This design comes from an exercise in tuning for small area, a short achievable clock period and few clock cycles per item on the open sky130 flow, not from production work.
Only simulation tests tie the RTL to the original design; equivalence was not proved.
Power figures rest on the tool's default switching activity, not on a simulated workload.

==> flow/design.v <==
module signed_int32_divider (
    input  logic        i_clk,
    input  logic        i_rst_n,
    input  logic        i_req_valid,
    output logic        o_req_ready,
    input  logic [31:0] i_req_numerator,
    input  logic [31:0] i_req_denominator,
    output logic        o_rsp_valid,
    input  logic        i_rsp_ready,
    output logic [31:0] o_rsp_quotient,
    output logic [1:0]  o_rsp_status
);
    localparam logic [1:0] ST_OK   = 2'd0;
    localparam logic [1:0] ST_OVF  = 2'd1;
    localparam logic [1:0] ST_DIV0 = 2'd2;
    logic        r_idle;    
    logic        r_setup;   
    logic        r_iter;    
    logic        r_done;    
    logic [31:0] r_rem;     
    logic [31:0] r_den;     
    logic        r_cin;     
    logic [31:0] r_quot;    
    logic        r_zero;    
    logic [4:0]  r_cnt;     
    logic        r_neg;     
    logic [1:0]  r_status;
    logic [4:0]  r_cn;      
    logic        r_pn;      
    logic [4:0]  r_cd;      
    function automatic logic [5:0] clz32(input logic [31:0] x);
        logic [15:0] z1;
        logic [15:0] c1;
        logic [7:0]  z2;
        logic [15:0] c2;
        logic [3:0]  z3;
        logic [11:0] c3;
        logic [1:0]  z4;
        logic [7:0]  c4;
        for (int i = 0; i < 16; i++) begin
            z1[i] = ~(x[2*i+1] | x[2*i]);
            c1[i] = ~x[2*i+1];
        end
        for (int i = 0; i < 8; i++) begin
            z2[i]        = z1[2*i+1] & z1[2*i];
            c2[2*i +: 2] = z1[2*i+1] ? {1'b1, c1[2*i]} : {1'b0, c1[2*i+1]};
        end
        for (int i = 0; i < 4; i++) begin
            z3[i]        = z2[2*i+1] & z2[2*i];
            c3[3*i +: 3] = z2[2*i+1] ? {1'b1, c2[4*i +: 2]} : {1'b0, c2[4*i+2 +: 2]};
        end
        for (int i = 0; i < 2; i++) begin
            z4[i]        = z3[2*i+1] & z3[2*i];
            c4[4*i +: 4] = z3[2*i+1] ? {1'b1, c3[6*i +: 3]} : {1'b0, c3[6*i+3 +: 3]};
        end
        if (z4[1]) clz32 = z4[0] ? 6'd32 : {2'b01, c4[3:0]};
        else       clz32 = {2'b00, c4[7:4]};
    endfunction
    function automatic logic gt4(input logic [3:0] x, input logic [3:0] z);
        logic [3:0] g;
        logic [3:0] e;
        g   = x & ~z;
        e   = ~(x ^ z);
        gt4 = (g[3] | (e[3] & g[2])) | ((e[3] & e[2]) & (g[1] | (e[1] & g[0])));
    endfunction
    function automatic logic negpow2(input logic [31:0] x);
        negpow2 = x[31] & ~|(~x[31:1] & x[30:0]);
    endfunction
    logic        take;
    logic        nneg;
    logic        dneg;
    logic [31:0] n_abs;
    logic [31:0] d_sub;     
    logic        s_div0;
    logic        s_ovf;
    logic [5:0]  cn;
    logic [5:0]  cd;
    logic        pn;
    logic        k_neg;
    assign take   = r_idle & i_req_valid;
    assign nneg   = i_req_numerator[31];
    assign dneg   = i_req_denominator[31];
    assign n_abs  = nneg ? (~i_req_numerator + 32'd1) : i_req_numerator;
    assign d_sub  = i_req_denominator ^ {32{~dneg}};
    assign s_div0 = (i_req_denominator == 32'd0);
    assign s_ovf  = (i_req_numerator == 32'h8000_0000) & (i_req_denominator == 32'hFFFF_FFFF);
    assign cn     = clz32(i_req_numerator ^ {32{nneg}});
    assign cd     = clz32(~d_sub);
    assign pn     = negpow2(i_req_numerator);
    assign k_neg  = gt4(cn[5:2], cd[5:2]) & ~pn;
    logic [4:0]  k;
    logic [31:0] d_al;
    logic [32:0] sum;
    logic        ge;
    logic        last;
    assign k = r_cd - r_cn + {4'd0, r_pn};
    always_comb begin
        d_al = r_den;
        for (int s = 0; s < 5; s++) begin
            if (k[s]) d_al = (d_al << (1 << s)) | ({32{r_cin}} >> (32 - (1 << s)));
        end
    end
    logic [33:0] sum_x;
    assign sum_x = {1'b0, r_rem, 1'b1} + {1'b0, r_den, r_cin};
    assign sum   = sum_x[33:1];
    assign ge    = sum[32];
    assign last = (r_cnt == 5'd0);
    always_ff @(posedge i_clk) begin
        if (!i_rst_n) begin
            r_idle  <= 1'b1;
            r_setup <= 1'b0;
            r_iter  <= 1'b0;
            r_done  <= 1'b0;
        end else begin
            if (take) begin
                r_idle <= 1'b0;
                if (s_div0 | k_neg) r_done  <= 1'b1;
                else                r_setup <= 1'b1;
            end
            if (r_setup) begin
                r_setup <= 1'b0;
                if (ge & ~r_status[0]) r_iter <= 1'b1;
                else                   r_done <= 1'b1;
            end
            if (r_iter & last) begin
                r_iter <= 1'b0;
                r_done <= 1'b1;
            end
            if (r_done & i_rsp_ready) begin
                r_done <= 1'b0;
                r_idle <= 1'b1;
            end
        end
    end
    always_ff @(posedge i_clk) begin
        if (r_idle) begin
            r_cin    <= ~dneg;
            r_neg    <= nneg ^ dneg;
            r_status <= s_div0 ? ST_DIV0 : (s_ovf ? ST_OVF : ST_OK);
        end
    end
    always_ff @(posedge i_clk) begin
        if (r_idle) begin
            r_rem <= n_abs;
        end else if ((r_iter | (r_setup & r_neg)) & ge) begin
            r_rem <= sum[31:0];
        end
    end
    always_ff @(posedge i_clk) begin
        if (r_setup) begin
            r_quot <= {r_neg, {31{r_neg | r_status[0]}}};
        end else if (r_iter) begin
            r_quot <= {r_quot[30:0], ge ^ r_neg};
        end
    end
    always_ff @(posedge i_clk) begin
        if (r_idle)       r_zero <= s_div0 | k_neg;
        else if (r_setup) r_zero <= ~ge;
    end
    always_ff @(posedge i_clk) begin
        if (r_idle)       r_den <= d_sub;
        else if (r_setup) r_den <= d_al;
        else              r_den <= {1'b1, r_den[31:1]};
        if (r_setup) r_cnt <= k;
        else         r_cnt <= r_cnt - 5'd1;
        r_cn <= cn[4:0];
        r_pn <= pn;
        r_cd <= cd[4:0];
    end
    assign o_req_ready    = r_idle;
    assign o_rsp_valid    = r_done;
    assign o_rsp_quotient = r_quot & {32{~r_zero}};
    assign o_rsp_status   = r_status;
endmodule
clock: 4.4 ns
lec_check: 0
cap_margin: 20
core_margin: 2
core_utilization: 40
slew_margin: 20
run.sh (not shown) runs the stock make flow with config.mk's settings and CLKGATE_MAP_FILE= SYNTH_SCRIPT=/design/flow/synth_recipe.tcl, a recipe that flattens the netlist after the stock synthesis.
Testbench counts at the start, summed over its fixed seeds: cycles 20,036, items 2,400.
Change:
--- a/flow/design.v
+++ b/flow/design.v
@@ -26,11 +26,11 @@
     logic        r_neg;     
     logic [1:0]  r_status;
     logic [4:0]  r_cn;      
     logic        r_pn;      
     logic [4:0]  r_cd;      
-    function automatic logic [5:0] clz32(input logic [31:0] x);
+    function automatic logic [4:0] clz32(input logic [31:0] x);
         logic [15:0] z1;
         logic [15:0] c1;
         logic [7:0]  z2;
         logic [15:0] c2;
         logic [3:0]  z3;
@@ -51,19 +51,12 @@
         end
         for (int i = 0; i < 2; i++) begin
             z4[i]        = z3[2*i+1] & z3[2*i];
             c4[4*i +: 4] = z3[2*i+1] ? {1'b1, c3[6*i +: 3]} : {1'b0, c3[6*i+3 +: 3]};
         end
-        if (z4[1]) clz32 = z4[0] ? 6'd32 : {2'b01, c4[3:0]};
-        else       clz32 = {2'b00, c4[7:4]};
-    endfunction
-    function automatic logic gt4(input logic [3:0] x, input logic [3:0] z);
-        logic [3:0] g;
-        logic [3:0] e;
-        g   = x & ~z;
-        e   = ~(x ^ z);
-        gt4 = (g[3] | (e[3] & g[2])) | ((e[3] & e[2]) & (g[1] | (e[1] & g[0])));
+        if (z4[1]) clz32 = z4[0] ? 5'd0 : {1'b1, c4[3:0]};
+        else       clz32 = {1'b0, c4[7:4]};
     endfunction
     function automatic logic negpow2(input logic [31:0] x);
         negpow2 = x[31] & ~|(~x[31:1] & x[30:0]);
     endfunction
     logic        take;
@@ -71,25 +64,17 @@
     logic        dneg;
     logic [31:0] n_abs;
     logic [31:0] d_sub;     
     logic        s_div0;
     logic        s_ovf;
-    logic [5:0]  cn;
-    logic [5:0]  cd;
-    logic        pn;
-    logic        k_neg;
     assign take   = r_idle & i_req_valid;
     assign nneg   = i_req_numerator[31];
     assign dneg   = i_req_denominator[31];
     assign n_abs  = nneg ? (~i_req_numerator + 32'd1) : i_req_numerator;
     assign d_sub  = i_req_denominator ^ {32{~dneg}};
     assign s_div0 = (i_req_denominator == 32'd0);
     assign s_ovf  = (i_req_numerator == 32'h8000_0000) & (i_req_denominator == 32'hFFFF_FFFF);
-    assign cn     = clz32(i_req_numerator ^ {32{nneg}});
-    assign cd     = clz32(~d_sub);
-    assign pn     = negpow2(i_req_numerator);
-    assign k_neg  = gt4(cn[5:2], cd[5:2]) & ~pn;
     logic [4:0]  k;
     logic [31:0] d_al;
     logic [32:0] sum;
     logic        ge;
     logic        last;
@@ -112,17 +97,17 @@
             r_iter  <= 1'b0;
             r_done  <= 1'b0;
         end else begin
             if (take) begin
                 r_idle <= 1'b0;
-                if (s_div0 | k_neg) r_done  <= 1'b1;
+                if (s_div0 | s_ovf) r_done  <= 1'b1;
                 else                r_setup <= 1'b1;
             end
             if (r_setup) begin
                 r_setup <= 1'b0;
-                if (ge & ~r_status[0]) r_iter <= 1'b1;
-                else                   r_done <= 1'b1;
+                if (ge) r_iter <= 1'b1;
+                else    r_done <= 1'b1;
             end
             if (r_iter & last) begin
                 r_iter <= 1'b0;
                 r_done <= 1'b1;
             end
@@ -145,29 +130,29 @@
         end else if ((r_iter | (r_setup & r_neg)) & ge) begin
             r_rem <= sum[31:0];
         end
     end
     always_ff @(posedge i_clk) begin
-        if (r_setup) begin
-            r_quot <= {r_neg, {31{r_neg | r_status[0]}}};
+        if (r_idle) begin
+            r_quot <= {nneg ^ dneg, {31{(nneg ^ dneg) | s_ovf}}};
         end else if (r_iter) begin
             r_quot <= {r_quot[30:0], ge ^ r_neg};
         end
     end
     always_ff @(posedge i_clk) begin
-        if (r_idle)       r_zero <= s_div0 | k_neg;
+        if (r_idle)       r_zero <= s_div0;
         else if (r_setup) r_zero <= ~ge;
     end
     always_ff @(posedge i_clk) begin
         if (r_idle)       r_den <= d_sub;
         else if (r_setup) r_den <= d_al;
         else              r_den <= {1'b1, r_den[31:1]};
         if (r_setup) r_cnt <= k;
         else         r_cnt <= r_cnt - 5'd1;
-        r_cn <= cn[4:0];
-        r_pn <= pn;
-        r_cd <= cd[4:0];
+        r_cn <= clz32(i_req_numerator ^ {32{nneg}});
+        r_pn <= negpow2(i_req_numerator);
+        r_cd <= clz32(~d_sub);
     end
     assign o_req_ready    = r_idle;
     assign o_rsp_valid    = r_done;
     assign o_rsp_quotient = r_quot & {32{~r_zero}};
     assign o_rsp_status   = r_status;
Hold slack loses 0.026 ns.
Die area falls by a few percent.
Clock skew hardly moves.
Sequential share of layout area rises by 0.95 points.
Setup slack gains 0.33 ns.
Routed wire length rises slightly.
Final area falls by a few percent.
Power rises by a few percent.
Area after synthesis falls by a few percent.
Testbench counts after the change, summed over its fixed seeds: cycles 20,933, items 2,400.

what the ideal ports hide:
Ports are ideal in the flow. The routed layouts listed here were re-timed in OpenROAD. Step 1: set_driving_cell puts a clkbuf_16 on i_clk and a buf_2 on each other input, an assumption about the parent block. Step 2 moves the port delays by t, midway between the first and last clock arrival at a register: inputs arrive t later, outputs are due t later. That takes back most of the time a late clock gives input paths. a / b / c = no drivers / after step 1 / after step 2; a / b = the first two.
run	t, ns	setup WS [ns]	hold WS [ns]	worst slew at a driven data input, ns
the first run	0.471	0.435 / 0.465 / -0.006	0.565 / 0.565 / 0.565	0.05
the second run	0.481	0.761 / 0.761 / 0.563	0.539 / 0.539 / 0.539	0.06
Met with ideal ports but missed after step 2: setup timing in the first run. For the first run, which loses most, drivers alone change the setup slack by +0.030 ns; drivers and shift together by -0.441 ns.
